Context: an optimization exercise on an open-source flow, tuned for small area, a short achievable clock period and few clock cycles per item. The choices shown serve that exercise and are no tape-out recipe. Function was checked by simulation only, so behaviour that the tests miss may differ from the original.

--- flow/config.mk ---
export PLATFORM = sky130hd
export DESIGN_NAME = fc_top
export DESIGN_NICKNAME = fc_top
export VERILOG_FILES = /design/flow/design.v
export SDC_FILE = /design/flow/constraint.sdc
export NUM_CORES = 4
export LEC_CHECK = 0
export ABC_CLOCK_PERIOD_IN_PS = 2600
export CAP_MARGIN = 20
export CORE_MARGIN = 2
export CORE_UTILIZATION = 40
export CTS_BUF_LIST = sky130_fd_sc_hd__clkbuf_4 sky130_fd_sc_hd__clkbuf_8
export CTS_CLUSTER_SIZE = 25
export PLACE_DENSITY = 0.6
export SETUP_SLACK_MARGIN = 3.4
export SLEW_MARGIN = 20
--- flow/constraint.sdc ---
create_clock -name core_clock -period 6.0 [get_ports {clk}]
set_input_delay 1.2000 -clock core_clock [delete_from_list [all_inputs] [get_ports {clk}]]
set_output_delay 1.2000 -clock core_clock [all_outputs]
set_load 0.01 [all_outputs]
--- flow/design.v ---
`timescale 1ns/1ps
`default_nettype none
package fc_pkg;
  typedef logic signed [8-1:0] act_t;      
  typedef act_t [2-1:0] act_beat_t;         
  typedef logic signed [8-1:0] weight_t;
  typedef weight_t [3-1:0] weight_word_t;      
  typedef logic [3-1:0][8-1:0] lane_vec_t;
  typedef struct packed {
    logic [$clog2((6 / 3))-1:0] group;           
    lane_vec_t [2-1:0]     lanes;           
  } result_t;
  typedef struct packed {
    logic                  en;
    logic [3-1:0] addr;                    
    act_beat_t             data;
  } buf_wr_t;
endpackage
`default_nettype wire
`timescale 1ns/1ps
`default_nettype none
module fc_mul_rows (
  input  logic [7:0]  a,
  input  logic [3:0]  one,
  input  logic [3:0]  two,
  input  logic [7:0]  w,
  output logic [15:0] row_a,
  output logic [15:0] row_b
);
  wire r0_0 = ((one[0] & w[0])) ^ a[1];
  wire r0_1 = ((one[0] & w[1]) | (two[0] & w[0])) ^ a[1];
  wire r0_2 = ((one[0] & w[2]) | (two[0] & w[1])) ^ a[1];
  wire r0_3 = ((one[0] & w[3]) | (two[0] & w[2])) ^ a[1];
  wire r0_4 = ((one[0] & w[4]) | (two[0] & w[3])) ^ a[1];
  wire r0_5 = ((one[0] & w[5]) | (two[0] & w[4])) ^ a[1];
  wire r0_6 = ((one[0] & w[6]) | (two[0] & w[5])) ^ a[1];
  wire r0_7 = ((one[0] & w[7]) | (two[0] & w[6])) ^ a[1];
  wire r0_8 = ((one[0] & w[7]) | (two[0] & w[7])) ^ a[1];
  wire rn0 = ~r0_8;
  wire r1_0 = ((one[1] & w[0])) ^ a[3];
  wire r1_1 = ((one[1] & w[1]) | (two[1] & w[0])) ^ a[3];
  wire r1_2 = ((one[1] & w[2]) | (two[1] & w[1])) ^ a[3];
  wire r1_3 = ((one[1] & w[3]) | (two[1] & w[2])) ^ a[3];
  wire r1_4 = ((one[1] & w[4]) | (two[1] & w[3])) ^ a[3];
  wire r1_5 = ((one[1] & w[5]) | (two[1] & w[4])) ^ a[3];
  wire r1_6 = ((one[1] & w[6]) | (two[1] & w[5])) ^ a[3];
  wire r1_7 = ((one[1] & w[7]) | (two[1] & w[6])) ^ a[3];
  wire r1_8 = ((one[1] & w[7]) | (two[1] & w[7])) ^ a[3];
  wire rn1 = ~r1_8;
  wire r2_0 = ((one[2] & w[0])) ^ a[5];
  wire r2_1 = ((one[2] & w[1]) | (two[2] & w[0])) ^ a[5];
  wire r2_2 = ((one[2] & w[2]) | (two[2] & w[1])) ^ a[5];
  wire r2_3 = ((one[2] & w[3]) | (two[2] & w[2])) ^ a[5];
  wire r2_4 = ((one[2] & w[4]) | (two[2] & w[3])) ^ a[5];
  wire r2_5 = ((one[2] & w[5]) | (two[2] & w[4])) ^ a[5];
  wire r2_6 = ((one[2] & w[6]) | (two[2] & w[5])) ^ a[5];
  wire r2_7 = ((one[2] & w[7]) | (two[2] & w[6])) ^ a[5];
  wire r2_8 = ((one[2] & w[7]) | (two[2] & w[7])) ^ a[5];
  wire rn2 = ~r2_8;
  wire r3_0 = ((one[3] & w[0])) ^ a[7];
  wire r3_1 = ((one[3] & w[1]) | (two[3] & w[0])) ^ a[7];
  wire r3_2 = ((one[3] & w[2]) | (two[3] & w[1])) ^ a[7];
  wire r3_3 = ((one[3] & w[3]) | (two[3] & w[2])) ^ a[7];
  wire r3_4 = ((one[3] & w[4]) | (two[3] & w[3])) ^ a[7];
  wire r3_5 = ((one[3] & w[5]) | (two[3] & w[4])) ^ a[7];
  wire r3_6 = ((one[3] & w[6]) | (two[3] & w[5])) ^ a[7];
  wire r3_7 = ((one[3] & w[7]) | (two[3] & w[6])) ^ a[7];
  wire r3_8 = ((one[3] & w[7]) | (two[3] & w[7])) ^ a[7];
  wire rn3 = ~r3_8;
  wire m1, m2;
  assign {m2, m1} = r0_6 + r1_4;
  wire m3, m4;
  assign {m4, m3} = r0_7 + r1_5;
  wire m5, m6;
  assign {m6, m5} = r0_8 + r1_6;
  wire m7, m8;
  assign {m8, m7} = r0_8 + r1_7;
  wire m9, m10;
  assign {m10, m9} = rn0 + rn1;
  wire m11, m12;
  assign {m12, m11} = r0_4 + r1_2;
  wire m13, m14;
  assign {m14, m13} = r0_5 + r1_3;
  wire m15, m16;
  assign {m16, m15} = m1 + r2_2 + r3_0;
  wire m17, m18;
  assign {m18, m17} = m2 + m3 + r2_3;
  wire m19, m20;
  assign {m20, m19} = m4 + m5 + r2_4;
  wire m21, m22;
  assign {m22, m21} = m6 + m7 + r2_5;
  wire m23, m24;
  assign {m24, m23} = m8 + m9 + r2_6;
  wire m25, m26;
  assign {m26, m25} = m10 + r2_7 + r3_5;
  wire m27, m28;
  assign {m28, m27} = r0_2 + r1_0;
  wire m29, m30;
  assign {m30, m29} = r0_3 + r1_1;
  wire m31, m32;
  assign {m32, m31} = m11 + r2_0 + a[5];
  wire m33, m34;
  assign {m34, m33} = m12 + m13 + r2_1;
  wire m35, m36;
  assign {m36, m35} = m14 + m15 + a[7];
  wire m37, m38;
  assign {m38, m37} = m16 + m17 + r3_1;
  wire m39, m40;
  assign {m40, m39} = m18 + m19 + r3_2;
  wire m41, m42;
  assign {m42, m41} = m20 + m21 + r3_3;
  wire m43, m44;
  assign {m44, m43} = m22 + m23 + r3_4;
  wire m45, m46;
  assign {m46, m45} = m24 + m25 + 1'b1;
  wire m47, m48;
  assign {m48, m47} = m26 + rn2 + r3_6;
  wire m49, m50;
  assign {m50, m49} = r3_7 + 1'b1;
  assign row_a = {1'b0, m50, m48, m46, m44, m42, m40, m38, m36, m34, m32, m30, m28, m27, r0_1, r0_0};
  assign row_b = {1'b0, rn3, m49, m47, m45, m43, m41, m39, m37, m35, m33, m31, m29, a[3], 1'b0, a[1]};
endmodule
module fc_booth_enc (
  input  logic [7:0] a,
  output logic [3:0] one,
  output logic [3:0] two
);
  for (genvar k = 0; k < 4; k++)
  begin : g_dig
    logic lo;
    assign lo     = (k == 0) ? 1'b0 : a[2*k-1];
    assign one[k] = a[2*k] ^ lo;
    assign two[k] = (a[2*k+1] & ~a[2*k] & ~lo) | (~a[2*k+1] & a[2*k] & lo);
  end
endmodule
module fc_acc_add (
  input  logic [18:0] acc,
  input  logic [1:0]  cin,
  input  logic [15:0] row_a,
  input  logic [15:0] row_b,
  output logic [18:0] sum,
  output logic [1:0]  cout
);
  wire s1, s2;
  assign {s2, s1} = acc[0] + row_a[0];
  wire s3, s4;
  assign {s4, s3} = acc[1] + row_a[1];
  wire s5, s6;
  assign {s6, s5} = acc[2] + row_a[2] + row_b[2];
  wire s7, s8;
  assign {s8, s7} = acc[3] + row_a[3] + row_b[3];
  wire s9, s10;
  assign {s10, s9} = acc[4] + row_a[4] + row_b[4];
  wire s11, s12;
  assign {s12, s11} = acc[5] + row_a[5] + row_b[5];
  wire s13, s14;
  assign {s14, s13} = acc[6] + row_a[6] + row_b[6];
  wire s15, s16;
  assign {s16, s15} = acc[7] + row_a[7] + row_b[7];
  wire s17, s18;
  assign {s18, s17} = acc[8] + row_a[8] + row_b[8];
  wire s19, s20;
  assign {s20, s19} = acc[9] + row_a[9] + row_b[9];
  wire s21, s22;
  assign {s22, s21} = acc[10] + row_a[10] + row_b[10];
  wire s23, s24;
  assign {s24, s23} = acc[11] + row_a[11] + row_b[11];
  wire s25, s26;
  assign {s26, s25} = acc[12] + row_a[12] + row_b[12];
  wire s27, s28;
  assign {s28, s27} = acc[13] + row_a[13] + row_b[13];
  wire s29, s30;
  assign {s30, s29} = acc[14] + row_a[14] + row_b[14];
  wire s31, s32;
  assign {s32, s31} = acc[15] + 1'b1;
  wire s33, s34;
  assign {s34, s33} = acc[16] + 1'b1;
  wire s35, s36;
  assign {s36, s35} = acc[17] + 1'b1;
  wire s37, s38;
  assign {s38, s37} = acc[18] + 1'b1;
  wire [18:0] sa = {s36, s34, s32, s30, s28, s26, s24, s22, s20, s18, s16, s14, s12, s10, s8, s6, s4, s2, s1};
  wire [18:0] sb = {s37, s35, s33, s31, s29, s27, s25, s23, s21, s19, s17, s15, s13, s11, s9, s7, s5, s3, row_b[0]};
  assign {cout[0], sum[6:0]} = 8'(sa[6:0]) + 8'(sb[6:0]);
  assign {cout[1], sum[12:7]} = 7'(sa[12:7]) + 7'(sb[12:7]) + 7'(cin[0]);
  assign sum[18:13] = sa[18:13] + sb[18:13] + 6'(cin[1]);
endmodule
module fc_acc_value (
  input  logic [18:0] acc,
  input  logic [1:0]  cq,
  output logic [18:0] v
);
  assign v = acc + ((19'(cq[0]) << 7) | (19'(cq[1]) << 13));
endmodule
`default_nettype wire
`timescale 1ns/1ps
`default_nettype none
module fc_top (
  input  logic        clk,
  input  logic        rst_n,
  input  logic        act_valid,
  input  logic [15:0] act_data,
  output logic        act_ready,
  input  logic        weight_valid,
  input  logic [23:0] weight_data,
  output logic        weight_ready,
  output logic        result_valid,
  output logic [48:0] result,
  input  logic        result_ready
);
  logic [15:0] ring [8];        
  logic [2:0]  tk;              
  logic [2:0]  a_idx;           
  logic        a_ahead;         
  logic        wr;
  logic        idle;
  logic [2:0]  m_idx;           
  logic        m_ph;            
  logic        wx;              
  logic        w_last;
  logic [23:0] w_r;
  logic        s1_first, s1_last, s1_ph;
  logic        s1_first_n;      
  logic        s1_v, s1_z;      
  logic        s2_last, s2_ph;
  logic        pend;            
  logic        pend_g;
  logic        res_load;
  assign idle = !a_ahead && (a_idx == 3'd0) && !m_ph && (m_idx == 3'd0);
  assign wr = act_valid && act_ready;
  assign wx     = weight_valid && weight_ready;
  assign w_last = (m_idx == 3'd7);
  assign res_load = pend && (!result_valid || result_ready);
  always_ff @(posedge clk)
  begin
    ring[0] <= wr ? act_data : ring[7];
    for (int k = 1; k < 8; k++)
      ring[k] <= ring[k-1];
    w_r <= wx ? weight_data : 24'd0;
  end
  logic [2:0] tk_n, a_idx_n, m_idx_n;
  logic       a_ahead_n, m_ph_n, pend_n, rv_n;
  always_comb
  begin
    tk_n      = (idle && !wr) ? 3'd0 : tk1;
    a_idx_n   = wr ? a1 : a_idx;
    a_ahead_n = a_ahead ^ ((wr && (a_idx == 3'd7)) != (wx && m_ph && w_last));
    m_idx_n   = wx ? m1 : m_idx;
    m_ph_n    = m_ph ^ (wx && w_last);
    pend_n    = s2_last || (pend && !res_load);
    rv_n      = res_load || (result_valid && !result_ready);
  end
  logic [3:0] act_rdy_c, w_rdy_c;
  logic [2:0] tk1, a1, m1;
  always_ff @(posedge clk or negedge rst_n)
  begin
    if (!rst_n)
    begin
      tk1 <= 3'd1;
      a1  <= 3'd1;
      m1  <= 3'd1;
    end
    else
    begin
      tk1 <= (idle && !wr) ? 3'd1 : tk1 + 1'b1;
      if (wr)
        a1 <= a1 + 1'b1;
      if (wx)
        m1 <= m1 + 1'b1;
    end
  end
  for (genvar c = 0; c < 4; c++)
  begin : g_rdy
    localparam bit WR = c[1];
    localparam bit WX = c[0];
    logic [2:0] tk_x, a_idx_x, m_idx_x;
    logic       a_ahead_x, m_ph_x;
    logic [2:0] tkm1_x;    
    always_comb
    begin
      tk_x      = (idle && !WR) ? 3'd0 : tk1;
      tkm1_x    = (idle && !WR) ? 3'd7 : tk;
      a_idx_x   = WR ? a1 : a_idx;
      a_ahead_x = a_ahead ^ ((WR && (a_idx == 3'd7)) != (WX && m_ph && w_last));
      m_idx_x   = WX ? m1 : m_idx;
      m_ph_x    = m_ph ^ (WX && w_last);
    end
    assign act_rdy_c[c] = (tk_x == a_idx_x)
                          && (!a_ahead_x || (m_ph_x && (m_idx_x > a_idx_x)));
    assign w_rdy_c[c]   = (tkm1_x == m_idx_x)
                          && (m_ph_x || a_ahead_x || (a_idx_x > m_idx_x));
  end
  logic act_ready_n;    
  logic w_blk;
  assign w_blk = (wx ? w_last : (m_idx == 3'd0))
                 && (s2_last || pend || (result_valid && !result_ready));
  always_ff @(posedge clk or negedge rst_n)
  begin
    if (!rst_n)
    begin
      act_ready_n  <= 1'b0;
      weight_ready <= 1'b0;
    end
    else
    begin
      act_ready_n  <= !act_rdy_c[{wr, wx}];
      weight_ready <= w_rdy_c[{wr, wx}] && !w_blk;
    end
  end
  assign act_ready = !act_ready_n;
  always_ff @(posedge clk or negedge rst_n)
  begin
    if (!rst_n)
    begin
      tk           <= '0;
      a_idx        <= '0;
      a_ahead      <= 1'b0;
      m_idx        <= '0;
      m_ph         <= 1'b0;
      s1_first     <= 1'b0;
      s1_last      <= 1'b0;
      s2_last      <= 1'b0;
      pend         <= 1'b0;
      result_valid <= 1'b0;
    end
    else
    begin
      tk           <= tk_n;
      a_idx        <= a_idx_n;
      a_ahead      <= a_ahead_n;
      m_idx        <= m_idx_n;
      m_ph         <= m_ph_n;
      s1_first     <= wx && (m_idx == 3'd0);
      s1_last      <= wx && w_last;
      s2_last      <= s1_last;
      pend         <= pend_n;
      result_valid <= rv_n;
    end
  end
  always_ff @(posedge clk)
  begin
    s1_ph      <= m_ph;
    s1_first_n <= !(wx && (m_idx == 3'd0));
    s1_v       <= wx;
    s1_z       <= (m_idx == 3'd0);
    s2_ph <= s1_ph;
    if (s2_last)
      pend_g <= s2_ph;
  end
  localparam int NCUT = 2;    
  logic [41:0] res_q;
  logic        res_g;
  for (genvar b = 0; b < 2; b++)
  begin : g_img
    logic [3:0] one_n, two_n, one_r, two_r;
    fc_booth_enc u_enc (
      .a   (ring[0][8*b +: 8]),
      .one (one_n),
      .two (two_n)
    );
    always_ff @(posedge clk)
    begin
      one_r <= one_n;
      two_r <= two_n;
    end
    for (genvar j = 0; j < 3; j++)
    begin : g_lane
      logic [15:0] row_a, row_b;
      logic [15:0] p_a, p_b;        
      logic [18:0] acc;
      logic [18:0] sum;
      logic        clr_l;           
      fc_mul_rows u_mul (
        .a     (ring[1][8*b +: 8]),
        .one   (one_r),
        .two   (two_r),
        .w     (w_r[8*j +: 8]),
        .row_a (row_a),
        .row_b (row_b)
      );
      localparam int L = 3 * b + j;
      logic clr_q;
      if (L == 0)
      begin : g_c0
        always_ff @(posedge clk) clr_q <= s1_first;
        assign clr_l = clr_q;
      end
      else if (L == 1)
      begin : g_c1
        always_ff @(posedge clk) clr_q <= !s1_first;
        assign clr_l = !clr_q;
      end
      else if (L == 2)
      begin : g_c2
        always_ff @(posedge clk) clr_q <= s1_first_n;
        assign clr_l = !clr_q;
      end
      else if (L == 3)
      begin : g_c3
        always_ff @(posedge clk) clr_q <= !s1_first_n;
        assign clr_l = clr_q;
      end
      else if (L == 4)
      begin : g_c4
        always_ff @(posedge clk) clr_q <= s1_v && s1_z;
        assign clr_l = clr_q;
      end
      else
      begin : g_c5
        always_ff @(posedge clk) clr_q <= !(s1_v && s1_z);
        assign clr_l = !clr_q;
      end
      logic [NCUT-1:0] cq, cout;
      logic [18:0]     accv;
      fc_acc_add u_add (
        .acc   (clr_l ? 19'd0 : acc),
        .cin   (clr_l ? NCUT'(0) : cq),
        .row_a (p_a),
        .row_b (p_b),
        .sum   (sum),
        .cout  (cout)
      );
      fc_acc_value u_val (
        .acc (acc),
        .cq  (cq),
        .v   (accv)
      );
      always_ff @(posedge clk)
      begin
        p_a <= row_a;
        p_b <= row_b;
        acc <= sum;
        cq  <= cout;
        if (res_load)
          res_q[7*(3*b+j) +: 7] <= accv[18] ? 7'd0
                                 : (|accv[17:11]) ? 7'd127
                                 : accv[10:4];
      end
    end
  end
  always_ff @(posedge clk)
  begin
    if (res_load)
      res_g <= pend_g;
  end
  assign result = {res_g,
                   1'b0, res_q[35 +: 7], 1'b0, res_q[28 +: 7], 1'b0, res_q[21 +: 7],
                   1'b0, res_q[14 +: 7], 1'b0, res_q[ 7 +: 7], 1'b0, res_q[ 0 +: 7]};
endmodule
`default_nettype wire
--- flow/run.sh ---
#!/bin/bash
# synth_recipe.tcl (not shown) runs the flow's synth.tcl, then flattens the netlist and writes it again
# the make line also repeats each setting of config.mk as NAME=value (left out here)
make -C /OpenROAD-flow-scripts/flow DESIGN_CONFIG=/design/flow/config.mk WORK_HOME=/design/flow/orfs CLKGATE_MAP_FILE= SYNTH_SCRIPT=/design/flow/synth_recipe.tcl finish
==> results of run 1 <==
[final cells by class]
cell class              count  share of cell area
clock inverters            39              0.0135
inverters                 342              0.0409
repair buffers            123              0.0352
well taps                 882              0.0350
multi-input cells        1568               0.460
clock buffers             131              0.0531
flip-flops and latches    536               0.362
diodes                      1           0.0000795
[what timing repair did]
action,4_1_cts,5_1_grt
gates resized for setup,121,26
hold buffers,0,0
pin swaps,0,2
cloned,0,0
hold endpoints to repair,0,0
buffers inserted,8,9
setup endpoints to repair,180,32
[cells by family (layout without fill, tap and decap cells)]
family,Yosys count,count (layout),synth area share
and+or+nand+nor,371,371,0.0714
other,1,7,0.000136
buffers and inverters,482,635,0.0678
adders and majority gates,388,388,0.226
DFF,536,536,0.410
muxes,8,8,0.00317
xor gates and xnor gates,347,347,0.110
AOI/OAI and AO/OA,448,448,0.112
[stage by stage]
stage          utilization  instance area [µm²]  setup slack (ps)  hold WS [ps]  instances
4_1_cts              0.458                31400              3250           313       3612
3_5_place_dp         0.426                29200              2520           312       3434
3_3_place_gp         0.426                29200              2600           312       3434
6_report             0.460                31500              3460           305       3622
5_1_grt              0.460                31500              3310           317       3622
2_1_floorplan            -                27600              3420           310       2586
[layer usage]
metal  vias to the layer above  wire length (µm)
met5                         -                 0
met4                         0              1130
met3                        81              3820
met2                       440             26500
met1                      8656             27900
li1                       8562                 -
[cell usage after synthesis, drive strengths merged (6+ instances only)]
cell,n
dfxtp,465
buf,32
a22oi,169
nor4,9
nand4,12
ha,202
dfrtp,24
nor2,20
o21a,47
and3,33
and2,46
fa,186
xnor2,272
nand2b,30
a31oi,6
nand3b,6
xor2,75
o21bai,29
inv,342
mux2,6
edfxtp,44
nand2,144
o21ai,52
nand3,16
a21oi,80
nor2b,47
clkbuf,108
a21o,45
[flip-flops by register name (all words and copies together) (netlist names), 3 cells and up]
| signal | flops |
|---|---|
| ring | 128 |
| g_img.g_lane.acc | 114 |
| g_img.g_lane.p_a | 90 |
| g_img.g_lane.p_b | 72 |
| res_q | 42 |
| w_r | 24 |
| g_img.g_lane.cq | 12 |
| g_img.two_r | 8 |
| g_img.g_lane.clr_q | 6 |
| g_img.one_r | 6 |
| a1 | 3 |
| a_idx | 3 |
| m1 | 3 |
| m_idx | 3 |
| tk1 | 3 |
| tk | 3 |
[how the worst max path moves through the flow]
stage                               endpoint  slack (ps)
CTS                             weight_ready        3250
floorplan           g_img[1].g_lane[2].cq[1]        3420
finish                          weight_ready        3460
global placement                weight_ready        2600
detailed placement              weight_ready        2520
global route        g_img[0].g_lane[0].cq[1]        3310
[worst register-to-register path, delay by kind of cell (launching register included)]
family          cells  cell delay, ps
fa+ha+maj           3            1110
compound gates      4             610
flops               1             400
simple gates        1             170
buf+inv             2             130
==> reports/qor.yml, run 1 <==
hpwlAfterDp_mm: 41.1
hold_path_depth: 0
dieWidth_um: 267
groute.usage.overall: 0.171
die_area_um2: 71200
globalRoute.totalOverflow: 0
path_cells: "clkbuf_2"
start_util: 0.403
mostFrequentLayoutCells: "432 x dfxtp_1, 339 x inv_1, 272 x xnor2_1"
period_share: 0.423
max_cap_violations: 0
global_route.usage.met2: 0.269
flow.area_growth_from_synthesis_pct: 14.1
final_common_cell: "dfxtp_1"
clkLatencyLatePin_ps: 700
finalHoldViolations: 0
tritoncts: "yes"
worst_setup_path_startpoint: "weight_ready"
netlist_top_cells_area: "dfxtp_1 34%, fa_1 13%, ha_1 9.2%"
top_level_ports: 97
gp_congestion: 0.822
critPathBufInv: 1
die_height_um: 267
max_freq_mhz: 394
outcome: "timing/DRC/antenna clean"
setup_viol_count_final: 0
crit_path_start_kind: "flop"
critical_path.max_fanout: 2
ys.warnings.count: 3
period_needed_ps: 2540
grtUsageMet1: 0.234
post_route_cells_drive_above_1_share: 0.104
worst_hold_class: "reg -> reg"
cp_top_family: "flip-flops"
synth.yosys.seq_area_share: 0.410
clk_pin_slew_ps: 60
clock_sinks: 536
synth_cell_types: 65
critPathArrivalTime_ps: 1340
critical_path_class: "reg -> out"
cpPeakStageDelay_ps: 500
grt_setup_unrepaired: "yes"
r2r_cells: 10
end_kind: "primary output"
syn-cell-area_um2: 27600
slowest_stage: "dfrtp_4"
worstReg2RegEnd: "g_img[0].g_lane[0].cq[1]"
crit-reg2reg-launch: "g_img[0].g_lane[0].clr_q"
firstDrtPassIters: 5
max_slew.worst_pin.slew_ps: 983
slew_headroom: 0.343
drt_wl_total_mm: 59.4
remaining_drc_errors: 0
async_flop_share: 0.0504
drt-initial-drc-count: 904
cts_buffers: 92
synth_flop_cell: "dfxtp_1"
rrSetupSlack_ps: 3470
path_depth: 1
largest_net_degree_at_the_start_of_global_routing: 44
routed-via-count: 17700
tns_ps: 0
final_max_slew_viol_count: 0
routedWlPerCell_um: 16.4
synthesized_area_per_cell_um2: 10.7
finalNetCount: 3096
cp.required_ps: 4800
htree_num_levels: 3
max-clock-path-buffers: 3
gr-max-usage-layer: "met2"
vias_in_the_first_global_route: 18600
cts_root_buffer: "clkbuf_8"
grt_first_pass_wirelength_mm: 96.8
netlist_instances: 2581
multi_input_area_um2: 14500
number_of_antenna_violations_at_the_first_check_in_global_routing: 2
post-synth-top-area-cell: "dfxtp_1"
synth_edf_count: 44
post-synth-top-area-fraction: 0.337
core_rows: 96
vias_per_cell: 4.90
clock_skew_ps: 37.9
holdPathEnd: "ring[6][3]"
hold_start: "ring[5][3]"
synth-seq-cells: 536
num-fill-cells: 6313
grt_use_met3: 0.0375
area.sequential_um2: 11400
design.core.area_um2: 68500
port-buffer-count: 90
route.antenna.remaining_nets: 0
Testbench counts, summed over its fixed seeds: cycles 5,160, vectors 320.
==> run 2: changes to the inputs <==
--- a/flow/design.v
+++ b/flow/design.v
@@ -183,6 +183,8 @@
   wire [18:0] sb = {s37, s35, s33, s31, s29, s27, s25, s23, s21, s19, s17, s15, s13, s11, s9, s7, s5, s3, row_b[0]};
   assign {cout[0], sum[6:0]} = 8'(sa[6:0]) + 8'(sb[6:0]);
-  assign {cout[1], sum[12:7]} = 7'(sa[12:7]) + 7'(sb[12:7]) + 7'(cin[0]);
-  assign sum[18:13] = sa[18:13] + sb[18:13] + 6'(cin[1]);
+  wire [7:0] g1 = {1'b0, sa[12:7], cin[0]} + {1'b0, sb[12:7], cin[0]};
+  assign {cout[1], sum[12:7]} = g1[7:1];
+  wire [7:0] g2 = {1'b0, sa[18:13], cin[1]} + {1'b0, sb[18:13], cin[1]};
+  assign sum[18:13] = g2[6:1];
 endmodule
 module fc_acc_value (
@@ -228,6 +230,6 @@
   logic        res_load;
   assign idle = !a_ahead && (a_idx == 3'd0) && !m_ph && (m_idx == 3'd0);
-  assign wr = act_valid && act_ready;
-  assign wx     = weight_valid && weight_ready;
+  assign wr = act_valid && a_rdy;
+  assign wx     = weight_valid && !w_rdy_n;
   assign w_last = (m_idx == 3'd7);
   assign res_load = pend && (!result_valid || result_ready);
@@ -292,4 +294,6 @@
   end
   logic act_ready_n;    
+  logic a_rdy;          
+  logic w_rdy_n;        
   logic w_blk;
   assign w_blk = (wx ? w_last : (m_idx == 3'd0))
@@ -301,4 +305,6 @@
       act_ready_n  <= 1'b0;
       weight_ready <= 1'b0;
+      a_rdy        <= 1'b1;
+      w_rdy_n      <= 1'b1;
     end
     else
@@ -306,4 +312,6 @@
       act_ready_n  <= !act_rdy_c[{wr, wx}];
       weight_ready <= w_rdy_c[{wr, wx}] && !w_blk;
+      a_rdy        <= act_rdy_c[{wr, wx}];
+      w_rdy_n      <= !(w_rdy_c[{wr, wx}] && !w_blk);
     end
   end
==> flow/flow/run.sh (new file) <==
#!/bin/bash
# The standard layout (the standard.sh, unchanged synthesis and steps), with
# one change: the port buffers that placement inserts are plain buf_2 cells
# rather than the delay-cell buffers the resizer picks by default, which later
# repair (restricted to the same cell footprint) cannot resize.
set -euo pipefail
bash standard.sh "BUFFER_PORTS_ARGS=-buffer_cell sky130_fd_sc_hd__buf_2" finish > standard.log 2>&1
==> flow/standard.sh (new file) <==
#!/bin/bash
# synth_recipe.tcl (not shown) runs the flow's synth.tcl, then flattens the netlist and writes it again
# the make line also repeats each setting of config.mk as NAME=value (left out here)
make -C /OpenROAD-flow-scripts/flow DESIGN_CONFIG=/design/flow/config.mk WORK_HOME=/design/flow/orfs CLKGATE_MAP_FILE= SYNTH_SCRIPT=/design/flow/synth_recipe.tcl "${@:-finish}"
removed: flow/run.sh
==> reports/qor.yml, run 2 <==
drt-initial-drc-count: 899  # was 904
route.antenna.remaining_nets: 0  # unchanged
max_slew.worst_pin.slew_ps: 961  # was 983 ps
post_route_cells_drive_above_1_share: 0.142  # was 0.104
max_flop_register: "ring"  # unchanged
hold_start: "ring[1][10]"  # was ring[5][3]
cpPeakStageDelay_ps: 620  # was 500 ps
port-buffer-count: 90  # unchanged
r2r_cells: 7  # was 10
crit_path_end: "g_img[0].g_lane[2].p_b[6]"  # was weight_ready
cts_root_buffer: "clkbuf_8"  # unchanged
fin_hold_ws_ps: 323  # was 305 ps
finalNetCount: 3051  # was 3096
tritoncts: "yes"  # unchanged
dieWidth_um: 267  # about the same
slew_headroom: 0.358  # was 0.343
vias_in_the_first_global_route: 18700  # was 18600
finish.utilization: 0.454  # was 0.460
worstReg2RegEnd: "g_img[0].g_lane[2].p_b[6]"  # was g_img[0].g_lane[0].cq[1]
period_share: 0.419  # was 0.423
synth-seq-cells: 538  # was 536
largest_registers: "ring x128, g_img.g_lane.acc x114, g_img.g_lane.p_a x90"  # unchanged
cp.required_ps: 6600  # was 4800 ps
tns_ps: 0  # unchanged
critical_path_class: "reg -> reg"  # was reg -> out
period_needed_ps: 2510  # was 2540 ps
remaining_drc_errors: 0  # unchanged
netlist_top_cells_area: "dfxtp_1 34%, fa_1 13%, ha_1 9.7%"  # was dfxtp_1 34%, fa_1 13%, ha_1 9.2%
outcome: "timing/DRC/antenna clean"  # unchanged
critical_path.max_fanout: 16  # was 2
fin_ws_ps: 3490  # was 3460 ps
die_area_um2: 71400  # was 71200 µm²
mostFrequentLayoutCells: "432 x dfxtp_1, 290 x inv_1, 270 x xnor2_1"  # was 432 x dfxtp_1, 339 x inv_1, 272 x xnor2_1
path_cells: "a22oi_1 > xnor2_1 > ha_1 > fa_1 > inv_1 > fa_1 > inv_1"  # was clkbuf_2
flow.area_growth_from_synthesis_pct: 12.5  # was 14.1%
globalRoute.totalOverflow: 0  # unchanged
clock_sinks: 538  # was 536
crit_path_start_kind: "flop"  # unchanged
final_common_cell: "dfxtp_1"  # unchanged
core_rows: 96  # unchanged
clkLatencyLatePin_ps: 700  # about the same
drt_wl_total_mm: 58.9  # was 59.4 mm
routed-via-count: 17700  # about the same
worst_setup_path_startpoint: "w_r[20]"  # was weight_ready
firstDrtPassIters: 5  # unchanged
synth_edf_count: 44  # unchanged
setup_viol_count_final: 0  # unchanged
gp_congestion: 0.845  # was 0.822
netlist_instances: 2544  # was 2581
cts_buffers: 93  # was 92
max-clock-path-buffers: 3  # unchanged
clk_pin_slew_ps: 60  # about the same
design.core.area_um2: 68600  # was 68500 µm²
syn-cell-area_um2: 27700  # was 27600 µm²
start_util: 0.404  # was 0.403
max_cap_violations: 0  # unchanged
worst_hold_class: "reg -> reg"  # unchanged
largest_net_degree_at_the_start_of_global_routing: 44  # unchanged
critPathArrivalTime_ps: 3110  # was 1340 ps
post-synth-top-area-fraction: 0.336  # was 0.337
max_freq_mhz: 398  # was 394 MHz
grt_setup_unrepaired: "yes"  # unchanged
finalHoldViolations: 0  # unchanged
synth.yosys.seq_area_share: 0.410  # about the same
async_flop_share: 0.0539  # was 0.0504
post-synth-top-area-cell: "dfxtp_1"  # unchanged
rrSetupSlack_ps: 3490  # was 3470 ps
cts_hold_fix_bufs: 0  # unchanged
crit-reg2reg-launch: "w_r[20]"  # was g_img[0].g_lane[0].clr_q
slowest_stage: "dfxtp_2"  # was dfrtp_4
groute.usage.overall: 0.168  # was 0.171
vias_per_cell: 4.87  # was 4.90
die_height_um: 267  # about the same
yosys-top-cells-count: "465 x dfxtp_1, 291 x inv_1, 270 x xnor2_1"  # was 465 x dfxtp_1, 340 x inv_1, 272 x xnor2_1
synth_most_common_cell: "dfxtp_1"  # unchanged
number_of_antenna_violations_at_the_first_check_in_global_routing: 3  # was 2
num-fill-cells: 6376  # was 6313
ys.warnings.count: 3  # unchanged
clock_skew_ps: 36.0  # was 37.9 ps
end_kind: "flop"  # was primary output
hpwlAfterDp_mm: 42.1  # was 41.1 mm
routedWlPerCell_um: 16.2  # was 16.4 µm
place_worst_setup_slack_ps: 2990  # was 2520 ps
final_max_slew_viol_count: 0  # unchanged
largest_register_ffs: 128  # unchanged
synthesized_area_per_cell_um2: 10.9  # was 10.7 µm²
htree_num_levels: 3  # unchanged
synth_flop_cell: "dfxtp_1"  # unchanged
synth_cell_types: 75  # was 65
top_level_ports: 97  # unchanged
grt_first_pass_wirelength_mm: 95.3  # was 96.8 mm
==> run 2: cell types whose count changed after synthesis, sizes merged, moves of 6 or more <==
cell	change
inv	-48
o21ai	+10
mux2	+20
fa	-12
a21oi	+8
ha	+12
and3	-24
nand2	-43
a21o	-12
nor4	-6
and2	+26
==> run 2: repair_timing <==
action | CTS | global route
gates resized for setup | 34 | 24
endpoints found under the setup margin | 120 | 61
setup buffers | 0 | 6
pin swaps | 0 | 3
==> run 2: worst max-delay path: cells and delay by family (launching register included) <==
kind | cells | cell delay [ps]
AOI/OAI and AO/OA | 1 | 180
xor gates and xnor gates | 1 | 160
adders and majority gates | 3 | 1360
buffers and inverters | 2 | 80
DFF | 1 | 620
==> run 2: per-layer routing <==
| metal | wire length [µm] | vias to the layer above | track usage |
|---|---|---|---|
| met4 | 1430 | 0 | 0.0616 |
| met3 | 3370 | 108 | 0.0314 |
| met2 | 27000 | 419 | 0.271 |
| met5 | 0 | - | 0 |
| li1 | - | 8525 | - |
| met1 | 27100 | 8598 | 0.225 |
==> run 2: cell families (layout without fill, tap and decap cells) <==
logic type / after synthesis / after routing / share of synthesized area
simple gates: 342 / 342 / 0.0680
flops: 538 / 538 / 0.410
mux: 29 / 29 / 0.0117
xor+xnor: 351 / 351 / 0.112
compound gates: 466 / 466 / 0.116
buf+inv: 429 / 573 / 0.0601
other cells: 1 / 9 / 0.000135
fa+ha+maj: 388 / 388 / 0.222
==> run 2: through the flow <==
stage | instances | area, µm²
CTS | 3618 | 31000
floorplan | 2549 | 27700
detailed placement | 3448 | 28900
global route | 3625 | 31200
global placement | 3448 | 28900
finish | 3627 | 31200
==> run 2: how the worst min path moves through the flow <==
| stage | slack, ps | cells past startpoint | endpoint |
|---|---|---|---|
| final | 320 | 0 | ring[2][10] |
| after global routing | 320 | 0 | ring[2][10] |
| after CTS | 320 | 0 | ring[2][10] |
| after detailed placement | 310 | 0 | ring[7][5] |
| after global placement | 310 | 0 | ring[6][13] |
| after floorplan | 310 | 0 | ring[2][10] |
==> run 2: layout make-up <==
type,count,area (µm²),share of cell area
multi-input cells,1582,14700,0.472
well taps,931,1160,0.0374
inverters,294,1110,0.0355
repair buffers,109,613,0.0197
flip-flops and latches,538,11400,0.367
clock inverters,30,353,0.0113
diodes,3,7.51,0.000241
clock buffers,140,1760,0.0564
Testbench counts of run 2, summed over its fixed seeds: cycles 5,160, vectors 320.
==> run 3: changes to the inputs <==
--- a/flow/config.mk
+++ b/flow/config.mk
@@ -13,4 +13,4 @@
 export CTS_CLUSTER_SIZE = 25
 export PLACE_DENSITY = 0.6
-export SETUP_SLACK_MARGIN = 3.4
+export SETUP_SLACK_MARGIN = 3.65
 export SLEW_MARGIN = 20
==> reports/qor.yml, run 3 <==
outcome: "timing/DRC/antenna clean"  # unchanged
top_level_ports: 97  # unchanged
setup_viol_count_final: 0  # unchanged
dieWidth_um: 267  # unchanged
num-fill-cells: 6245  # was 6376
global_route.usage.met2: 0.284  # was 0.271
cp_top_family: "flip-flops"  # was adder cells
finalHoldViolations: 0  # unchanged
gr-max-usage-layer: "met2"  # unchanged
placedInstanceArea_um2: 28900  # about the same
largest_net_degree_at_the_start_of_global_routing: 44  # unchanged
post-synth-top-area-cell: "dfxtp_1"  # unchanged
gp_congestion: 0.855  # was 0.845
synth-seq-cells: 538  # unchanged
crit_path_start_kind: "flop"  # unchanged
cts_root_buffer: "clkbuf_8"  # unchanged
area.sequential_um2: 11500  # was 11400 µm²
hpwlAfterDp_mm: 42.5  # was 42.1 mm
clock_skew_ps: 35.0  # was 36.0 ps
max_cap_violations: 0  # unchanged
synthesized_area_per_cell_um2: 10.9  # unchanged
critical_path_class: "reg -> out"  # was reg -> reg
period_needed_ps: 2480  # was 2510 ps
max_freq_mhz: 404  # was 398 MHz
syn-cell-area_um2: 27700  # unchanged
port-buffer-count: 90  # unchanged
mostFrequentLayoutCells: "418 x dfxtp_1, 283 x inv_1, 266 x xnor2_1"  # was 432 x dfxtp_1, 290 x inv_1, 270 x xnor2_1
cts_hold_fix_bufs: 0  # unchanged
design.core.area_um2: 68600  # unchanged
groute.usage.overall: 0.176  # was 0.168
path_cells: "buf_2"  # was a22oi_1 > xnor2_1 > ha_1 > fa_1 > inv_1 > fa_1 > inv_1
htree_num_levels: 3  # unchanged
layout.cell_area.non_filler_um2: 32600  # was 31200 µm²
synth_edf_count: 44  # unchanged
yosys-top-cells-count: "465 x dfxtp_1, 291 x inv_1, 270 x xnor2_1"  # unchanged
async_flop_share: 0.0539  # unchanged
synth_flop_cell: "dfxtp_1"  # unchanged
die_area_um2: 71400  # unchanged
clkLatencyLatePin_ps: 700  # about the same
grt_setup_unrepaired: "yes"  # unchanged
synth_most_common_cell: "dfxtp_1"  # unchanged
start_util: 0.404  # unchanged
grt_first_pass_wirelength_mm: 99.7  # was 95.3 mm
vias_per_cell: 4.92  # was 4.87
final_common_cell: "dfxtp_1"  # unchanged
final-instance-count-excl-fill: 3715  # was 3627
die_height_um: 267  # unchanged
firstDrtPassIters: 7  # was 5
post-place-cells: 3450  # was 3448
core_rows: 96  # unchanged
synth.yosys.seq_area_share: 0.410  # unchanged
period_share: 0.413  # was 0.419
post-synth-top-area-fraction: 0.336  # unchanged
final_max_slew_viol_count: 0  # unchanged
grtUsageMet1: 0.234  # was 0.225
max-clock-path-buffers: 3  # unchanged
clk_pin_slew_ps: 60  # about the same
largest_registers: "ring x128, g_img.g_lane.acc x114, g_img.g_lane.p_a x90"  # unchanged
drt-initial-drc-count: 929  # was 899
max_slew.worst_pin.slew_ps: 763  # was 961 ps
critPathArrivalTime_ps: 1280  # was 3110 ps
cp.required_ps: 4800  # was 6600 ps
slowest_stage: "edfxtp_1"  # was dfxtp_2
route.antenna.remaining_nets: 0  # unchanged
end_kind: "primary output"  # was flop
routed-via-count: 18300  # was 17700
vias_in_the_first_global_route: 19400  # was 18700
critical_path.max_fanout: 1  # was 16
synth_cell_types: 75  # unchanged
routedWlPerCell_um: 17.0  # was 16.2 µm
netlist_instances: 2544  # unchanged
netlist_top_cells_area: "dfxtp_1 34%, fa_1 13%, ha_1 9.7%"  # unchanged
cpPeakStageDelay_ps: 420  # was 620 ps
multi_input_area_um2: 15300  # was 14700 µm²
critPathBufInv: 1  # was 2
slew_headroom: 0.491  # was 0.358
grt_use_met3: 0.0386  # was 0.0314
tns_ps: 0  # unchanged
flow.area_growth_from_synthesis_pct: 17.6  # was 12.5%
clock_sinks: 538  # unchanged
cts_buffers: 93  # unchanged
drt_wl_total_mm: 63.3  # was 58.9 mm
worst_hold_class: "reg -> reg"  # unchanged
remaining_drc_errors: 0  # unchanged
largest_register_ffs: 128  # unchanged
globalRoute.totalOverflow: 0  # unchanged
tritoncts: "yes"  # unchanged
post_route_cells_drive_above_1_share: 0.220  # was 0.142
finalNetCount: 3138  # was 3051
max_flop_register: "ring"  # unchanged
ys.warnings.count: 3  # unchanged
number_of_antenna_violations_at_the_first_check_in_global_routing: 7  # was 3
## run 3: cell counts after synthesis
Identical to the previous run, type by type.
## run 3: kinds of logic (layout without fill, tap and decap cells)
group	Yosys count	after routing	share of synthesized area
xor gates and xnor gates	351	351	0.112
other	1	7	0.000135
AOI/OAI and AO/OA	466	466	0.116
adders and majority gates	388	388	0.222
DFF	538	538	0.410
and+or+nand+nor	342	342	0.0680
muxes	29	29	0.0117
buffers and inverters	429	663	0.0601
## run 3: what timing repair did
item / 4_1_cts / 5_1_grt
endpoints found under the hold margin: 0 / 0
gates cloned: 0 / 2
setup endpoints to repair: 208 / 139
gates resized for setup: 91 / 192
setup buffers: 34 / 55
pin swaps: 11 / 79
## run 3: routing by layer
metal / part of all wire / vias up
li1: - / 8733
met1: 0.46 / 9050
met2: 0.47 / 398
met3: 0.055 / 92
met4: 0.020 / 4
met5: 0.00036 / -
## run 3: worst paths after layout
kind	startpoint	end	slack [ps]	cells past startpoint
max in group asynchronous	rst_n	m1[2]	4980	1
min reg2reg	ring[5][14]	ring[6][14]	310	0
max	res_g	result[48]	3520	1
min	ring[5][14]	ring[6][14]	310	0
min in group asynchronous	rst_n	tk[2]	530	1
max reg2reg	g_img[0].two_r[0]	g_img[0].g_lane[0].p_b[10]	3620	10
## run 3: layout make-up
class | count | share of cell area
multi-input combinational | 1582 | 0.470
sequential | 538 | 0.353
clock buffer | 137 | 0.0527
timing repair buffer | 196 | 0.0446
tap | 931 | 0.0358
inverter | 294 | 0.0341
clock inverter | 36 | 0.0103
antenna | 1 | 0.0000768
## run 3: metrics by stage
step	setup WS (ps)	hold slack, ps	utilization
floorplan	3650	310	-
global placement	3020	311	0.421
detailed placement	2990	312	0.421
CTS	3460	314	0.458
global route	3460	318	0.475
finish	3520	306	0.475
==> run 4: changes to the inputs <==
--- a/flow/config.mk
+++ b/flow/config.mk
@@ -13,4 +13,4 @@
 export CTS_CLUSTER_SIZE = 25
 export PLACE_DENSITY = 0.6
-export SETUP_SLACK_MARGIN = 3.65
+export SETUP_SLACK_MARGIN = 3.75
 export SLEW_MARGIN = 20
==> reports/qor.yml, run 4 <==
outcome: "timing/DRC/antenna clean"  # unchanged
async_flop_share: 0.0539  # unchanged
clock_sinks: 538  # unchanged
post-synth-top-area-cell: "dfxtp_1"  # unchanged
r2r_cells: 8  # was 10
finalHoldViolations: 0  # unchanged
cts_buffers: 94  # was 93
critPathArrivalTime_ps: 1260  # was 1280 ps
rrSetupSlack_ps: 3670  # was 3620 ps
post_route_cells_drive_above_1_share: 0.281  # was 0.220
drt-initial-drc-count: 798  # was 929
synth-seq-cells: 538  # unchanged
grt_first_pass_wirelength_mm: 101  # was 99.7 mm
synth_most_common_cell: "dfxtp_1"  # unchanged
slew_headroom: 0.476  # was 0.491
critical_path.max_fanout: 1  # unchanged
dieWidth_um: 267  # unchanged
core_rows: 96  # unchanged
finalNetCount: 3193  # was 3138
worst_hold_class: "reg -> reg"  # unchanged
routed-via-count: 18500  # was 18300
setup_viol_count_final: 0  # unchanged
routedWlPerCell_um: 16.8  # was 17.0 µm
post-synth-top-area-fraction: 0.336  # unchanged
largest_net_degree_at_the_start_of_global_routing: 44  # unchanged
final_max_slew_viol_count: 0  # unchanged
groute.usage.overall: 0.178  # was 0.176
ys.warnings.count: 3  # unchanged
clock_skew_ps: 36.3  # was 35.0 ps
largest_register_ffs: 128  # unchanged
path_cells: "buf_2"  # unchanged
netlist_top_cells_area: "dfxtp_1 34%, fa_1 13%, ha_1 9.7%"  # unchanged
placedInstanceArea_um2: 28900  # about the same
max_cap_violations: 0  # unchanged
holdPathEnd: "ring[5][11]"  # was ring[6][14]
htree_num_levels: 3  # unchanged
gp_congestion: 0.873  # was 0.855
flow.area_growth_from_synthesis_pct: 22.1  # was 17.6%
route.antenna.remaining_nets: 0  # unchanged
globalRoute.totalOverflow: 0  # unchanged
cp.required_ps: 4800  # about the same
tritoncts: "yes"  # unchanged
cp_top_family: "flip-flops"  # unchanged
synthesized_area_per_cell_um2: 10.9  # unchanged
number_of_antenna_violations_at_the_first_check_in_global_routing: 2  # was 7
yosys-top-cells-count: "465 x dfxtp_1, 291 x inv_1, 270 x xnor2_1"  # unchanged
cts_hold_fix_bufs: 0  # unchanged
critPathBufInv: 1  # unchanged
port-buffer-count: 90  # unchanged
grt_setup_unrepaired: "yes"  # unchanged
start_util: 0.404  # unchanged
vias_per_cell: 4.90  # was 4.92
netlist_instances: 2544  # unchanged
hpwlAfterDp_mm: 41.3  # was 42.5 mm
firstDrtPassIters: 5  # was 7
remaining_drc_errors: 0  # unchanged
crit-reg2reg-launch: "g_img[1].two_r[0]"  # was g_img[0].two_r[0]
vias_in_the_first_global_route: 19700  # was 19400
clk_pin_slew_ps: 60  # about the same
cts_root_buffer: "clkbuf_8"  # unchanged
synth_edf_count: 44  # unchanged
final_common_cell: "dfxtp_1"  # unchanged
syn-cell-area_um2: 27700  # unchanged
die_area_um2: 71400  # unchanged
period_needed_ps: 2460  # was 2480 ps
design.core.area_um2: 68600  # unchanged
crit_path_start_kind: "flop"  # unchanged
synth_cell_types: 75  # unchanged
max_flop_register: "ring"  # unchanged
die_height_um: 267  # unchanged
max_slew.worst_pin.slew_ps: 786  # was 763 ps
worstReg2RegEnd: "g_img[1].g_lane[2].p_b[7]"  # was g_img[0].g_lane[0].p_b[10]
cpPeakStageDelay_ps: 400  # was 420 ps
mostFrequentLayoutCells: "416 x dfxtp_1, 265 x xnor2_1, 257 x inv_1"  # was 418 x dfxtp_1, 283 x inv_1, 266 x xnor2_1
top_level_ports: 97  # unchanged
end_kind: "primary output"  # unchanged
clkLatencyLatePin_ps: 710  # was 700 ps
max_freq_mhz: 407  # was 404 MHz
hold_start: "ring[4][11]"  # was ring[5][14]
max-clock-path-buffers: 3  # unchanged
tns_ps: 0  # unchanged
synth.yosys.seq_area_share: 0.410  # unchanged
layout.cell_area.non_filler_um2: 33800  # was 32600 µm²
slowest_stage: "edfxtp_1"  # unchanged
critical_path_class: "reg -> out"  # unchanged
hold_path_depth: 0  # unchanged
period_share: 0.410  # was 0.413
synth_flop_cell: "dfxtp_1"  # unchanged
largest_registers: "ring x128, g_img.g_lane.acc x114, g_img.g_lane.p_a x90"  # unchanged
drt_wl_total_mm: 63.3  # about the same
## run 4: cell counts after synthesis
No cell type changed its count.
## run 4: logic make-up (layout without fill, tap and decap cells)
| logic type | after synthesis | after routing | synth area share |
|---|---|---|---|
| AO/OA/AOI/OAI | 466 | 466 | 0.116 |
| AND/OR/NAND/NOR | 342 | 342 | 0.0680 |
| buffers and inverters | 429 | 713 | 0.0601 |
| flip-flops | 538 | 538 | 0.410 |
| adder cells (fa/ha/maj) | 388 | 388 | 0.222 |
| XOR/XNOR | 351 | 351 | 0.112 |
| multiplexers | 29 | 29 | 0.0117 |
| other | 1 | 8 | 0.000135 |
## run 4: what timing repair did
| item | in CTS | in global routing |
|---|---|---|
| endpoints found under the setup margin | 225 | 160 |
| cloned | 2 | 0 |
| setup buffers | 94 | 52 |
| resized for setup | 226 | 221 |
| pin swaps | 76 | 166 |
## run 4: final cells by class
type | instances | area (µm²)
Tap cell | 931 | 1160
Antenna cell | 2 | 5.00
Clock inverter | 33 | 399
Fill cell | 6095 | 34800
Timing Repair Buffer | 250 | 2020
Multi-Input combinational cell | 1582 | 15900
Sequential cell | 538 | 11500
Inverter | 294 | 1110
Clock buffer | 136 | 1700
## run 4: how the worst max path moves through the flow
stage,startpoint,endpoint,cells past startpoint
2_1_floorplan,w_r[20],g_img[0].g_lane[2].p_b[6],9
3_3_place_gp,ring[1][0],g_img[0].g_lane[0].p_b[10],8
3_5_place_dp,ring[1][0],g_img[0].g_lane[2].p_b[10],8
4_1_cts,res_g,result[48],1
5_1_grt,res_g,result[48],1
6_report,res_g,result[48],1
## run 4: metrics by stage
stage | hold WS, ps | instances | setup WS, ps | utilization
2_1_floorplan | 310 | 2549 | 3680 | -
3_3_place_gp | 311 | 3447 | 2970 | 0.422
3_5_place_dp | 312 | 3447 | 2890 | 0.422
4_1_cts | 290 | 3712 | 3470 | 0.474
5_1_grt | 293 | 3766 | 3490 | 0.493
6_report | 293 | 3766 | 3540 | 0.493
## run 4: layer usage
layer,vias to the layer above,GRT usage,part of all wire
met5,-,0,0
met4,0,0.0721,0.027
met3,112,0.0427,0.056
met2,419,0.293,0.48
met1,9096,0.225,0.44
li1,8827,-,-
==> run 5: changes to the inputs <==
--- a/flow/config.mk
+++ b/flow/config.mk
@@ -10,7 +10,5 @@
 export CORE_MARGIN = 2
 export CORE_UTILIZATION = 40
-export CTS_BUF_LIST = sky130_fd_sc_hd__clkbuf_4 sky130_fd_sc_hd__clkbuf_8
-export CTS_CLUSTER_SIZE = 25
 export PLACE_DENSITY = 0.6
-export SETUP_SLACK_MARGIN = 3.75
+export SETUP_SLACK_MARGIN = 3.55
 export SLEW_MARGIN = 20
==> reports/qor.yml, run 5 <==
outcome: "timing/DRC/antenna clean"  # unchanged
setup_viol_count_final: 0  # unchanged
design.core.area_um2: 68600  # unchanged
htree_num_levels: 2  # was 3
slew_headroom: 0.482  # was 0.476
critical_path.max_fanout: 8  # was 1
remaining_drc_errors: 0  # unchanged
synth-seq-cells: 538  # unchanged
firstDrtPassIters: 5  # unchanged
die_height_um: 267  # unchanged
netlist_instances: 2544  # unchanged
clk_pin_slew_ps: 60  # about the same
async_flop_share: 0.0539  # unchanged
period_share: 0.402  # was 0.410
final_common_cell: "dfxtp_1"  # unchanged
grt_setup_unrepaired: "yes"  # unchanged
syn-cell-area_um2: 27700  # unchanged
period_needed_ps: 2410  # was 2460 ps
grt_first_pass_wirelength_mm: 96.3  # was 101 mm
max_cap_violations: 0  # unchanged
crit-reg2reg-launch: "g_img[0].g_lane[0].clr_q"  # was g_img[1].two_r[0]
port-buffer-count: 90  # unchanged
cts_buffers: 59  # was 94
mostFrequentLayoutCells: "424 x dfxtp_1, 288 x inv_1, 268 x xnor2_1"  # was 416 x dfxtp_1, 265 x xnor2_1, 257 x inv_1
number_of_antenna_violations_at_the_first_check_in_global_routing: 9  # was 2
critPathArrivalTime_ps: 2960  # was 1260 ps
crit_path_start_kind: "flop"  # unchanged
yosys-top-cells-count: "465 x dfxtp_1, 291 x inv_1, 270 x xnor2_1"  # unchanged
cp.required_ps: 6550  # was 4800 ps
core_rows: 96  # unchanged
max_slew.worst_pin.slew_ps: 776  # was 786 ps
groute.usage.overall: 0.169  # was 0.178
start_util: 0.404  # unchanged
hpwlAfterDp_mm: 42.3  # was 41.3 mm
top_level_ports: 97  # unchanged
synth_flop_cell: "dfxtp_1"  # unchanged
max-clock-path-buffers: 3  # unchanged
max_freq_mhz: 415  # was 407 MHz
dieWidth_um: 267  # unchanged
die_area_um2: 71400  # unchanged
routedWlPerCell_um: 16.7  # was 16.8 µm
num-fill-cells: 6267  # was 6095
area.sequential_um2: 11500  # about the same
r2r_cells: 9  # was 8
largest_registers: "ring x128, g_img.g_lane.acc x114, g_img.g_lane.p_a x90"  # unchanged
synth_cell_types: 75  # unchanged
netlist_top_cells_area: "dfxtp_1 34%, fa_1 13%, ha_1 9.7%"  # unchanged
gp_congestion: 0.851  # was 0.873
largest_register_ffs: 128  # unchanged
vias_per_cell: 4.92  # was 4.90
vias_in_the_first_global_route: 18400  # was 19700
finalNetCount: 3053  # was 3193
post-synth-top-area-cell: "dfxtp_1"  # unchanged
synthesized_area_per_cell_um2: 10.9  # unchanged
ys.warnings.count: 3  # unchanged
synth_edf_count: 44  # unchanged
synth_most_common_cell: "dfxtp_1"  # unchanged
drt_wl_total_mm: 60.4  # was 63.3 mm
final_max_slew_viol_count: 0  # unchanged
tritoncts: "yes"  # unchanged
clock_sinks: 538  # unchanged
drt-initial-drc-count: 938  # was 798
worst_setup_path_startpoint: "g_img[0].g_lane[0].clr_q"  # was res_g
hold_start: "ring[4][1]"  # was ring[4][11]
clock_skew_ps: 15.8  # was 36.3 ps
flow.area_growth_from_synthesis_pct: 14.2  # was 22.1%
hold_path_depth: 0  # unchanged
critical_path_class: "reg -> reg"  # was reg -> out
max_flop_register: "ring"  # unchanged
post-synth-top-area-fraction: 0.336  # unchanged
finalHoldViolations: 0  # unchanged
multi_input_area_um2: 14800  # was 15900 µm²
end_kind: "flop"  # was primary output
route.antenna.remaining_nets: 0  # unchanged
tns_ps: 0  # unchanged
globalRoute.totalOverflow: 0  # unchanged
synth.yosys.seq_area_share: 0.410  # unchanged
clkLatencyLatePin_ps: 640  # was 710 ps
post_route_cells_drive_above_1_share: 0.145  # was 0.281
largest_net_degree_at_the_start_of_global_routing: 44  # unchanged
cts_root_buffer: "clkbuf_16"  # was clkbuf_8
fin_hold_ws_ps: 314  # was 293 ps
routed-via-count: 17700  # was 18500
worst_hold_class: "reg -> reg"  # unchanged
[run 5: cell types whose count changed in the layout (fill, tap and decap cells not counted), moves of 31 or more]
cell and change:
a21oi_1 +35, a21oi_2 -33, a22oi_1 +35, a22oi_2 -35, buf_4 -62, buf_6 -32, clkbuf_16 +63, clkbuf_8 -97
fa_1 +31, fa_2 -31, ha_1 +40, inv_1 +31, inv_2 -32
[run 5: final cells by class]
cell class,instances,area share
multi-input combinational,1582,0.469
sequential,538,0.363
clock buffer,83,0.0557
tap,931,0.0368
inverter,294,0.0352
timing repair buffer,145,0.0286
clock inverter,27,0.0106
antenna,7,0.000554
[run 5: critical path, cell delays in order, from the launching register on]
cell,delay (ps)
dfxtp_4,380
buf_2,180
buf_4,150
nor2b_1,210
fa_1,470
ha_1,360
a21oi_2,180
o21bai_1,80
a21oi_1,180
xnor2_1,150
[run 5: metal layers]
layer  vias to the layer above  global-route usage  share of wire
met1                      8711               0.230           0.46
met3                        95              0.0303          0.052
met4                         6              0.0483          0.026
li1                       8535                   -              -
met5                         -                   0        0.00046
met2                       393               0.276           0.46
[run 5: worst paths after layout]
kind                                              endpoint  slack (ps)
worst max-delay path            g_img[0].g_lane[0].acc[12]        3590
worst min register to register                  ring[5][1]         310
worst max register to register  g_img[0].g_lane[0].acc[12]        3590
min in group asynchronous                         a_idx[1]         610
max in group asynchronous                            m1[1]        4940
worst min-delay path                            ring[5][1]         310
[run 5: cells by family (layout without fill, tap and decap cells)]
| family | after synthesis | after routing | share of synthesized area |
|---|---|---|---|
| flip-flops | 538 | 538 | 0.410 |
| AND/OR/NAND/NOR | 342 | 342 | 0.0680 |
| adder cells (fa/ha/maj) | 388 | 388 | 0.222 |
| other | 1 | 13 | 0.000135 |
| multiplexers | 29 | 29 | 0.0117 |
| XOR/XNOR | 351 | 351 | 0.112 |
| buffers and inverters | 429 | 549 | 0.0601 |
| AO/OA/AOI/OAI | 466 | 466 | 0.116 |
[run 5: stage by stage]
step | utilization | cells | worst slack (ps) | cell area, µm²
6_report | 0.461 | 3607 | 3590 | 31600
5_1_grt | 0.461 | 3600 | 3480 | 31600
4_1_cts | 0.454 | 3569 | 3550 | 31100
3_5_place_dp | 0.421 | 3449 | 2900 | 28900
3_3_place_gp | 0.421 | 3449 | 2980 | 28900
2_1_floorplan | - | 2549 | 3560 | 27700
[run 5: what timing repair did]
action	CTS	global route
gates resized for setup	57	71
buffers inserted	10	31
hold buffers	0	0
setup endpoints to repair	149	69
hold endpoints to repair	0	0
pin swaps	4	17
==> run 6: changes to the inputs <==
--- a/flow/config.mk
+++ b/flow/config.mk
@@ -10,4 +10,7 @@
 export CORE_MARGIN = 2
 export CORE_UTILIZATION = 40
+export CTS_BUF_LIST = sky130_fd_sc_hd__clkbuf_16
+export CTS_CLUSTER_DIAMETER = 100
+export CTS_CLUSTER_SIZE = 30
 export PLACE_DENSITY = 0.6
 export SETUP_SLACK_MARGIN = 3.55
==> reports/qor.yml, run 6 <==
max_flop_register: "ring"  # unchanged
synth-seq-cells: 538  # unchanged
hpwlAfterDp_mm: 42.3  # unchanged
slew_headroom: 0.476  # was 0.482
fin_ws_ps: 3610  # was 3590 ps
finalNetCount: 3021  # was 3053
final_common_cell: "dfxtp_1"  # unchanged
top_level_ports: 97  # unchanged
synth_flop_cell: "dfxtp_1"  # unchanged
max_freq_mhz: 418  # was 415 MHz
async_flop_share: 0.0539  # unchanged
die_height_um: 267  # unchanged
cts_hold_fix_bufs: 0  # unchanged
worst_hold_class: "reg -> reg"  # unchanged
cts_buffers: 28  # was 59
grt_setup_unrepaired: "yes"  # unchanged
max_slew.worst_pin.slew_ps: 785  # was 776 ps
synth_most_common_cell: "dfxtp_1"  # unchanged
vias_in_the_first_global_route: 17900  # was 18400
post_route_cells_drive_above_1_share: 0.129  # was 0.145
clock_sinks: 538  # unchanged
routed-via-count: 17500  # was 17700
period_share: 0.398  # was 0.402
critical_path.max_fanout: 7  # was 8
syn-cell-area_um2: 27700  # unchanged
max_cap_violations: 0  # unchanged
cts_root_buffer: "clkbuf_16"  # unchanged
cp.required_ps: 6530  # was 6550 ps
drt_wl_total_mm: 59.4  # was 60.4 mm
synthesized_area_per_cell_um2: 10.9  # unchanged
slowest_stage: "fa_1"  # unchanged
dieWidth_um: 267  # unchanged
number_of_antenna_violations_at_the_first_check_in_global_routing: 9  # unchanged
remaining_drc_errors: 0  # unchanged
largest_net_degree_at_the_start_of_global_routing: 44  # unchanged
die_area_um2: 71400  # unchanged
grt_first_pass_wirelength_mm: 94.6  # was 96.3 mm
place_worst_setup_slack_ps: 2900  # unchanged
globalRoute.totalOverflow: 0  # unchanged
outcome: "timing/DRC/antenna clean"  # unchanged
period_needed_ps: 2390  # was 2410 ps
port-buffer-count: 90  # unchanged
crit_path_start_kind: "flop"  # unchanged
timing.critical_path.mode_cell: "buf_4"
clk_pin_slew_ps: 110  # was 60 ps
tns_ps: 0  # unchanged
netlist_top_cells_area: "dfxtp_1 34%, fa_1 13%, ha_1 9.7%"  # unchanged
groute.usage.overall: 0.165  # was 0.169
clkLatencyLatePin_ps: 610  # was 640 ps
end_kind: "flop"  # unchanged
netlist_instances: 2544  # unchanged
mostFrequentLayoutCells: "423 x dfxtp_1, 293 x inv_1, 269 x xnor2_1"  # was 424 x dfxtp_1, 288 x inv_1, 268 x xnor2_1
firstDrtPassIters: 7  # was 5
critPathArrivalTime_ps: 2920  # was 2960 ps
vias_per_cell: 4.93  # was 4.92
largest_registers: "ring x128, g_img.g_lane.acc x114, g_img.g_lane.p_a x90"  # unchanged
setup_viol_count_final: 0  # unchanged
synth.yosys.seq_area_share: 0.410  # unchanged
max-clock-path-buffers: 3  # unchanged
fin_hold_ws_ps: 311  # was 314 ps
gp_congestion: 0.851  # unchanged
start_util: 0.404  # unchanged
ys.warnings.count: 3  # unchanged
clock_skew_ps: 32.2  # was 15.8 ps
yosys-top-cells-count: "465 x dfxtp_1, 291 x inv_1, 270 x xnor2_1"  # unchanged
tritoncts: "yes"  # unchanged
post-synth-top-area-cell: "dfxtp_1"  # unchanged
path_cells: "buf_4 > buf_4 > nor2b_1 > fa_1 > ha_1 > a21oi_2 > o21bai_1 > a21oi_1 > xnor2_1"  # was buf_2 > buf_4 > nor2b_1 > fa_1 > ha_1 > a21oi_2 > o21bai_1 > a21oi_1 > xnor2_1
cpPeakStageDelay_ps: 460  # was 470 ps
route.antenna.remaining_nets: 0  # unchanged
largest_register_ffs: 128  # unchanged
synth_edf_count: 44  # unchanged
htree_num_levels: 1  # was 2
critical_path_class: "reg -> reg"  # unchanged
flow.area_growth_from_synthesis_pct: 10.2  # was 14.2%
finalHoldViolations: 0  # unchanged
drt-initial-drc-count: 917  # was 938
post-synth-top-area-fraction: 0.336  # unchanged
design.core.area_um2: 68600  # unchanged
num-fill-cells: 6387  # was 6267
routedWlPerCell_um: 16.8  # was 16.7 µm
synth_cell_types: 75  # unchanged
core_rows: 96  # unchanged
final_max_slew_viol_count: 0  # unchanged
[run 6: cell counts after synthesis]
Identical to the previous run, type by type.
[run 6: stage by stage]
stage               cell area [µm²]  instances   util
floorplan                     27700       2549      -
global placement              28900       3449  0.421
detailed placement            28900       3449  0.421
CTS                           30100       3511  0.439
global route                  30500       3541  0.445
finish                        30500       3544  0.445
[run 6: cell families (layout without fill, tap and decap cells)]
| group | after synthesis | in the layout | share of synthesized area |
|---|---|---|---|
| other cells | 1 | 9 | 0.000135 |
| fa+ha+maj | 388 | 388 | 0.222 |
| buf+inv | 429 | 490 | 0.0601 |
| flops | 538 | 538 | 0.410 |
| simple gates | 342 | 342 | 0.0680 |
| xor+xnor | 351 | 351 | 0.112 |
| compound gates | 466 | 466 | 0.116 |
| mux | 29 | 29 | 0.0117 |
[run 6: worst paths after layout]
kind                                          startpoint                         end  slack [ps]  depth (start not counted)
worst max-delay path            g_img[0].g_lane[0].clr_q  g_img[0].g_lane[0].acc[12]        3610                          9
worst min-delay path                          ring[4][5]                  ring[5][5]         310                          0
min in group asynchronous                          rst_n                     s2_last         630                          1
worst max register to register  g_img[0].g_lane[0].clr_q  g_img[0].g_lane[0].acc[12]        3610                          9
max in group asynchronous                          rst_n                       m1[1]        4910                          1
worst min register to register                ring[4][5]                  ring[5][5]         310                          0
[run 6: repair_timing]
action                                  in CTS  in global routing
endpoints found under the setup margin     149                 67
setup buffers                               10                 30
pin swaps                                    1                 21
cloned                                       0                  0
resized for setup                           60                 72
[run 6: area by class of cell]
cell class,instances,area [µm²],share of cell area
sequential,538,11500,0.377
multi-input combinational,1582,14800,0.486
clock buffer,30,751,0.0246
antenna,3,7.51,0.000246
tap,931,1160,0.0382
timing repair buffer,144,883,0.0290
clock inverter,22,263,0.00861
inverter,294,1110,0.0365
[run 6: worst max-delay path, delay by kind of cell, from the launching register on]
kind / cells / cell delay, ps
XOR/XNOR: 1 / 150
adder cells (fa/ha/maj): 2 / 820
flip-flops: 1 / 390
buffers and inverters: 2 / 320
AO/OA/AOI/OAI: 3 / 440
AND/OR/NAND/NOR: 1 / 200
[run 6: per-layer routing]
metal / wire [µm] / part of all wire / track usage
met5: 28 / 0.00047 / 0
met4: 1240 / 0.021 / 0.0369
met3: 2920 / 0.049 / 0.0227
met2: 27500 / 0.46 / 0.272
met1: 27700 / 0.47 / 0.230

[separate check: timing with driven ports]
No port has a modelled driver above. Below, the same layouts with a new extraction and two added sets of constraints.
Step 1 sets driving cells, clkbuf_16 on the clock port and buf_2 on the other inputs (assumed; they add their load-dependent delay and slew).
Step 2 adds t to the input delays and takes it off the output delays; t is the mean of the earliest and latest rising clock arrival at the registers after step 1. Input paths then give back, and output paths get back, about the clock's delay inside the block.
a / b / c = no drivers / after step 1 / after step 2; a / b = the first two.
| run | t (ns) | setup WS [ns] | latest minus earliest clock arrival (ns) |
|---|---|---|---|
| run 1 | 0.740 | 3.462 / 3.402 / 3.032 | 0.045 / 0.044 |
| run 2 | 0.742 | 3.488 / 3.463 / 3.077 | 0.038 / 0.038 |
| run 3 | 0.742 | 3.523 / 3.467 / 3.114 | 0.039 / 0.039 |
| run 4 | 0.757 | 3.543 / 3.480 / 3.138 | 0.040 / 0.040 |
| run 5 | 0.687 | 3.590 / 3.539 / 3.033 | 0.019 / 0.020 |
| run 6 | 0.653 | 3.610 / 3.551 / 3.056 | 0.033 / 0.034 |
After both steps setup and hold are still met in every run listed. For run 5, which loses most, drivers alone change the setup slack by -0.051 ns; drivers and shift together by -0.557 ns.
